From an optimization exercise on the open Yosys and OpenROAD flow, aimed at small area; shortcuts taken in it are not production practice. The RTL was checked by simulation tests, not by an equivalence proof against the original design. Power is estimated from default activity; no workload was simulated.

--- flow/design.v ---
`timescale 1ns/100ps
`default_nettype none
package pipe_types_pkg;
    typedef enum logic [2:0] {
        OP_ADDI,
        OP_CINCOFFSET,
        OP_CSUB,
        OP_CMOVE,
        OP_CCLEARTAG,
        OP_CGETTAG,
        OP_ILLEGAL
    } op_e;
endpackage
`default_nettype wire
`timescale 1ns/100ps
`default_nettype none
module insn_decoder (
    input  wire logic [32-1:0] insn,
    output logic [2:0]                  op
);
    logic [6:0] opcode;
    logic [2:0] funct3;
    logic [6:0] funct7;
    logic [4:0] rs2;
    assign opcode = insn[6:0];
    assign funct3 = insn[14:12];
    assign rs2    = insn[24:20];
    assign funct7 = insn[31:25];
    always_comb begin
        op = pipe_types_pkg::OP_ILLEGAL;
        if (opcode == 7'b0010011 && funct3 == 3'b000) begin
            op = pipe_types_pkg::OP_ADDI;
        end else if (opcode == 7'b1011011 && funct3 == 3'b000) begin
            case (funct7)
                7'b0010001: op = pipe_types_pkg::OP_CINCOFFSET;
                7'b0010100:       op = pipe_types_pkg::OP_CSUB;
                7'b1111111: begin
                    case (rs2)
                        5'h0a:     op = pipe_types_pkg::OP_CMOVE;
                        5'h0b: op = pipe_types_pkg::OP_CCLEARTAG;
                        5'h04:   op = pipe_types_pkg::OP_CGETTAG;
                        default:          op = pipe_types_pkg::OP_ILLEGAL;
                    endcase
                end
                default: op = pipe_types_pkg::OP_ILLEGAL;
            endcase
        end
    end
endmodule
`default_nettype wire
`timescale 1ns/100ps
`default_nettype none
module operand_stage (
    input  wire logic                 CLK,
    input  wire logic                 rst_n,
    input  wire logic                 we,
    input  wire logic [4:0]           wr,
    input  wire logic                 wtag,
    input  wire logic [32-1:0]  waddr,
    input  wire logic [4:0]           r1,
    input  wire logic                 r1_en,
    output logic [32-1:0]       r1_addr,
    output logic                      r1_tag,
    input  wire logic [4:0]           r2,
    input  wire logic                 r2_en,
    output logic [32-1:0]       r2_addr
);
    logic [31:1]         vld;
    logic [31:1]         tags;
    logic [32-1:0] addrs [1:31];
    for (genvar i = 1; i < 32; i++) begin : g_reg
        always_ff @(posedge CLK or negedge rst_n) begin
            if (!rst_n) begin
                vld[i] <= 1'b0;
            end else if (we && wr == i) begin
                vld[i] <= 1'b1;
            end
        end
        always_ff @(posedge CLK) begin
            if (we && wr == i) begin
                tags[i]  <= wtag;
                addrs[i] <= waddr;
            end
        end
    end
    always_comb begin
        r1_addr = '0;
        r2_addr = '0;
        r1_tag  = 1'b0;
        for (int i = 1; i < 32; i++) begin
            if (r1 == i && vld[i] && r1_en) r1_addr = r1_addr | addrs[i];
            if (r2 == i && vld[i] && r2_en) r2_addr = r2_addr | addrs[i];
            if (r1 == i && (!vld[i] || tags[i])) r1_tag = 1'b1;
        end
    end
endmodule
`default_nettype wire
`timescale 1ns/100ps
`default_nettype none
module cap_alu_stage (
    input  wire logic [2:0]           op,
    input  wire logic [11:0]          imm,
    input  wire logic [32-1:0]  c1_addr,    
    input  wire logic                 c1_tag,
    input  wire logic [32-1:0]  c2_addr,    
    output logic                      a_en,
    output logic                      b_en,
    output logic                      res_tag,
    output logic [32-1:0]       res_addr,
    output logic                      exc
);
    logic                is_addi, is_sub, is_get;
    logic [32-1:0] a, b;
    assign is_addi = (op == pipe_types_pkg::OP_ADDI);
    assign is_sub  = (op == pipe_types_pkg::OP_CSUB);
    assign is_get  = (op == pipe_types_pkg::OP_CGETTAG);
    assign exc     = (op == pipe_types_pkg::OP_ILLEGAL) || (op == 3'd7);
    assign a_en    = !exc && !is_get;
    assign b_en    = (op == pipe_types_pkg::OP_CINCOFFSET) || is_sub;
    assign res_tag = c1_tag && ((op == pipe_types_pkg::OP_CINCOFFSET) ||
                                (op == pipe_types_pkg::OP_CMOVE));
    assign a = c1_addr | {{(32-1){1'b0}}, is_get & c1_tag};
    assign b = (c2_addr | ({32{is_addi}} & {{(32-12){imm[11]}}, imm}))
               ^ {32{is_sub}};
    assign res_addr = a + b + {{(32-1){1'b0}}, is_sub};
endmodule
`default_nettype wire
`timescale 1ns/100ps
`default_nettype none
module cap_pipe_top (
    input  wire logic                CLK,
    input  wire logic                rst_n,
    input  wire logic                insn_valid,
    input  wire logic [31:0]         insn,
    output logic                     retire_valid,
    output logic [38:0]              retire    
);
    logic [2:0]  op0;
    logic [2:0]  op1;
    logic [2:0]  op2;
    logic        v1, v2;
    logic [4:0]  rd1, rd2, rs1_1, rs1_2;
    logic [11:0] imm1, imm2;    
    logic        a_en, b_en, c1_tag, res_tag, exc;
    logic [31:0] c1_addr, c2_addr, res_addr;
    logic        we;
    assign we = v2 && !exc && rd2 != 5'd0;
    insn_decoder decoder_i (
        .insn (insn),
        .op   (op0)
    );
    always_ff @(posedge CLK or negedge rst_n) begin
        if (!rst_n) begin
            v1           <= 1'b0;
            v2           <= 1'b0;
            retire_valid <= 1'b0;
        end else begin
            v1           <= insn_valid;
            v2           <= v1;
            retire_valid <= v2;
        end
    end
    always_ff @(posedge CLK) begin
        op1   <= op0;
        rd1   <= insn[11:7];
        rs1_1 <= insn[19:15];
        imm1  <= insn[31:20];
        op2   <= op1;
        rd2   <= rd1;
        rs1_2 <= rs1_1;
        imm2  <= imm1;
        retire <= {rd2, res_tag, res_addr, exc};
    end
    operand_stage operand_i (
        .CLK     (CLK),
        .rst_n   (rst_n),
        .we      (we),
        .wr      (rd2),
        .wtag    (res_tag),
        .waddr   (res_addr),
        .r1      (rs1_2),
        .r1_en   (a_en),
        .r1_addr (c1_addr),
        .r1_tag  (c1_tag),
        .r2      (imm2[4:0]),
        .r2_en   (b_en),
        .r2_addr (c2_addr)
    );
    cap_alu_stage alu_i (
        .op       (op2),
        .imm      (imm2),
        .c1_addr  (c1_addr),
        .c1_tag   (c1_tag),
        .c2_addr  (c2_addr),
        .a_en     (a_en),
        .b_en     (b_en),
        .res_tag  (res_tag),
        .res_addr (res_addr),
        .exc      (exc)
    );
endmodule
`default_nettype wire
--- flow/run.sh ---
#!/bin/bash
# synth_recipe.tcl (not shown) runs the flow's synth.tcl, then flattens the netlist and writes it again
# the make line also repeats each setting of config.mk as NAME=value (left out here)
make -C /OpenROAD-flow-scripts/flow DESIGN_CONFIG=/design/flow/config.mk WORK_HOME=/design/flow/orfs CLKGATE_MAP_FILE= SYNTH_SCRIPT=/design/flow/synth_recipe.tcl finish
--- flow/config.mk ---
export PLATFORM = sky130hd
export DESIGN_NAME = cap_pipe_top
export DESIGN_NICKNAME = cap_pipe_top
export VERILOG_FILES = /design/flow/design.v
export SDC_FILE = /design/flow/constraint.sdc
export NUM_CORES = 4
export LEC_CHECK = 0
export CAP_MARGIN = 20
export CORE_MARGIN = 2
export CORE_UTILIZATION = 40
export SLEW_MARGIN = 20
--- flow/constraint.sdc ---
create_clock -name core_clock -period 6.0 [get_ports {CLK}]
set_input_delay 1.2000 -clock core_clock [delete_from_list [all_inputs] [get_ports {CLK}]]
set_output_delay 1.2000 -clock core_clock [all_outputs]
set_load 0.01 [all_outputs]
==> summary.txt <==
[synth_stat cells (all sizes together) (10+ instances only)]
| master | instances | area [sq um] |
|---|---|---|
| nor3 | 61 | 310 |
| nand4 | 133 | 832 |
| nor2b | 21 | 131 |
| nand2 | 189 | 709 |
| clkbuf | 160 | 612 |
| nor4 | 25 | 178 |
| nand4b | 10 | 87.6 |
| a211oi | 12 | 103 |
| nand3 | 55 | 275 |
| edfxtp | 1023 | 30700 |
| dfxtp | 89 | 1780 |
| o21a | 10 | 75.1 |
| a21oi | 35 | 175 |
| o21ai | 25 | 129 |
| xor2 | 35 | 307 |
| inv | 28 | 105 |
| nand3b | 10 | 75.1 |
| a22oi | 597 | 4480 |
| a22o | 135 | 1180 |
| nand2b | 19 | 119 |
| nor2 | 81 | 307 |
| or3 | 33 | 206 |
| xnor2 | 27 | 255 |
| and3 | 64 | 405 |
| a222oi | 70 | 701 |
| ha | 30 | 375 |
| a21o | 15 | 120 |
| dfrtp | 34 | 851 |
| or2 | 32 | 200 |
| a221oi | 126 | 1100 |
| buf | 55 | 239 |
[power breakdown]
| group | internal (W) | leakage (nW) | switching (W) |
|---|---|---|---|
| Clock | 0.00427 | 1.90 | 0.00321 |
| Combinational | 0.0000541 | 7.16 | 0.0000751 |
| Sequential | 0.00858 | 13.1 | 0.0000237 |
[cells by family after synthesis]
kind of cell             after synthesis  share of synthesized area [%]
XOR/XNOR                              62                           1.17
multiplexers                           4                          0.112
flip-flops                          1146                           69.2
AO/OA/AOI/OAI                       1093                           17.9
adder cells (fa/ha/maj)               31                          0.820
buffers and inverters                247                           2.19
AND/OR/NAND/NOR                      766                           8.59
[metrics by stage]
| stage | setup slack (ns) | area (sq um) | power, W | cells | setup TNS, ns |
|---|---|---|---|---|---|
| 5_1_grt | -0.00464 | 57300 | 0.0165 | 5332 | -0.0607 |
| 6_report | 0.179 | 57300 | 0.0162 | 5338 | 0 |
| 3_5_place_dp | -0.128 | 53300 | 0.00890 | 5109 | -3.94 |
| 3_3_place_gp | -0.167 | 53200 | 0.00890 | 5107 | -5.55 |
| 4_1_cts | 0.0191 | 57200 | 0.0162 | 5327 | 0 |
| 2_1_floorplan | 0.217 | 48200 | 0.00882 | 3349 | 0 |
[area by class of cell]
cell class,instances,area [sq um]
Fill cell,10391,62500
Sequential cell,1146,33400
Multi-Input combinational cell,1956,14400
Timing Repair Buffer,371,3480
Clock buffer,158,3240
Tap cell,1612,2020
Clock inverter,60,662
Inverter,29,109
Antenna cell,6,15.0
[worst min-delay path by stage]
stage	to	slack [ns]	depth (start not counted)
6_report	imm2[6]$_DFF_P_	0.32	0
5_1_grt	rd2[1]$_DFF_P_	0.33	0
4_1_cts	imm2[6]$_DFF_P_	0.32	0
3_5_place_dp	rd2[3]$_DFF_P_	0.31	0
3_3_place_gp	rs1_2[3]$_DFF_P_	0.31	0
2_1_floorplan	imm2[0]$_DFF_P_	0.31	0
[worst max-delay path, cell delays in order (launching register included)]
cell and delay [ns]:
dfxtp_1 0.49, buf_4 0.28, nand2_1 0.27, nor4b_4 0.57, buf_4 0.65, a221o_1 0.27, nor3_1 0.05, nand4_1 0.14
xor2_1 0.18, ha_1 0.32, o21ai_1 0.19, a31oi_1 0.13, o311a_1 0.42, o211ai_1 0.26, a21oi_2 0.15, a311o_1 0.35
nand2_1 0.07, o21ai_0 0.11, a21oi_2 0.24, buf_4 0.16, xnor2_2 0.07, buf_12 0.17
[what timing repair did]
action	in CTS	in global routing
gates resized for setup	2	16
pin swaps	0	1
setup endpoints to repair	63	126
setup buffers	0	5
[metal layers]
metal	global-route usage, %	vias up
met5	0	-
met2	52.8	4504
met4	22.7	6
met1	45.8	19356
li1	-	14586
met3	12.0	1201
[sequential cells by signal, indices dropped and copies added (netlist names)]
name and cells:
operand_i.addrs 992, retire 39, operand_i.tags 31, operand_i.vld 31, imm1 12, imm2 12
rd1 5, rd2 5, rs1_1 5, rs1_2 5, op1 3, op2 3
retire_valid 1, v1 1, v2 1
==> flow_summary.ini <==
[setup_path]
cp_max_fo = 32
end_kind = flop
arrival_ns = 6.29
reg2reg_slack_ns = 0.18
reg2reg_from = imm2[0]$_DFF_P_
crit_type = flop to flop
worstSetupStartpoint = imm2[0]$_DFF_P_
cp-endpoint = operand_i.addrs[7][30]$_DFFE_PP_
start_kind = flop
r2r-end = operand_i.addrs[7][30]$_DFFE_PP_
worst_r2r_path_depth = 21
cp_data_required_time_ns = 6.47

[global_route]
overflow = 0
antenna_found_initial = 3
grt_pass1_wl_mm = 305
grt_usage_pct = 36.0
grt_pass1_vias = 36843
grt_start_max_net_pins = 35

[yosys]
avgSynthCellArea_sq_um = 14.4
synth.distinct_cells = 88
yosysSeqAreaShare_pct = 69.2
syn_area_sq_mm = 0.0482
syn_nets = 3415
ys_warn_count = 4
syn-instance-count = 3349
synth_flop_cell = edfxtp_1
async_flop_share_pct = 2.97
synth_seq_cells = 1146
synth_edf_count = 1023

[clock_tree]
insertion_delay_ns = 0.74
ctsHoldBuffers = 0
cts.sinks = 1146
clk_pin_slew_worst_paths_ns = 0.06
htree_num_levels = 3
numCtsBuffers = 115
cts_tree = done
clock_path_buffers = 3
clockRootBuffer = clkbuf_16

[sta]
holdWs_ns = 0.322
skew_ns = 0.0468
period_minus_slack_ns = 5.82
fmax_mhz = 172
max-slew-margin-rel_pct = 19.1
setup_viol = 0
tightestPinTransition_ns = 1.21
drv_slew = 0
hold_viol = 0
fin_crit_sh_pct = 97.0

[die]
dieArea_sq_mm = 0.123
num_rows = 127
fp.dieW_microns = 351
die_h_microns = 351
coreArea_sq_mm = 0.120
ios = 75
initial_core_util_pct = 40.2

[cells_and_area]
layout.cells.most_common = edfxtp_1
layout_common_cells = edfxtp_1, a22oi_1, buf_4
drive_gt1_share_pct = 18.1
area_growth_pct = 18.9
final_util_pct = 47.8
nNetsFinal = 3685

[outcome]
status = timing/DRC/antenna clean

[routing]
drtAntennaViolNets = 0
detail_route.first_pass.iterations = 10
routed_wl_mm = 227
drt-initial-drc-count = 8859
wl_met2_mm = 95.0
wl_met3_mm = 35.3
wl_per_cell_microns = 42.5
viasPerCell = 7.43
drc = 0
top_layer_used = met5
num_vias = 39653
wl_met1_mm = 77.8

[placed_design]
post-dp-hpwl_mm = 136
gp_congestion = 1.03
port_buffers = 74

[run]
max_cap_violations = 0

[power_and_ir_drop]
ir_drop_mv = 0.330
power.density_mw_per_mm2 = 283
p_leak_nw = 22.2

[hold_path]
hold_start = imm1[6]$_DFF_P_
min_path_type = flop to flop

afterwards: timing with drivers on the ports:
In the flow no input, the clock included, has a driving cell. The finished layout below was timed again as built, in two steps.
Step 1 sets driving cells, clkbuf_16 on the clock port and buf_2 on the other inputs (assumed; they add their load-dependent delay and slew).
Step 2 adds t to the input delays and takes it off the output delays; t is the mean of the earliest and latest rising clock arrival at the registers after step 1. Input paths then give back, and output paths get back, about the clock's delay inside the block.
a / b / c = ideal ports / drivers / drivers and shift; a / b = the first two.
t, ns: 0.797
slack for setup (ns): 0.179 / 0.179 / 0.179
hold slack, ns: 0.322 / 0.322 / 0.322
worst setup path after step 2: register to register
cell pins on the clock port's net: 1
After both steps setup and hold are still met in this run. For this run, drivers alone change the setup slack by 0.000 ns; drivers and shift together by 0.000 ns.
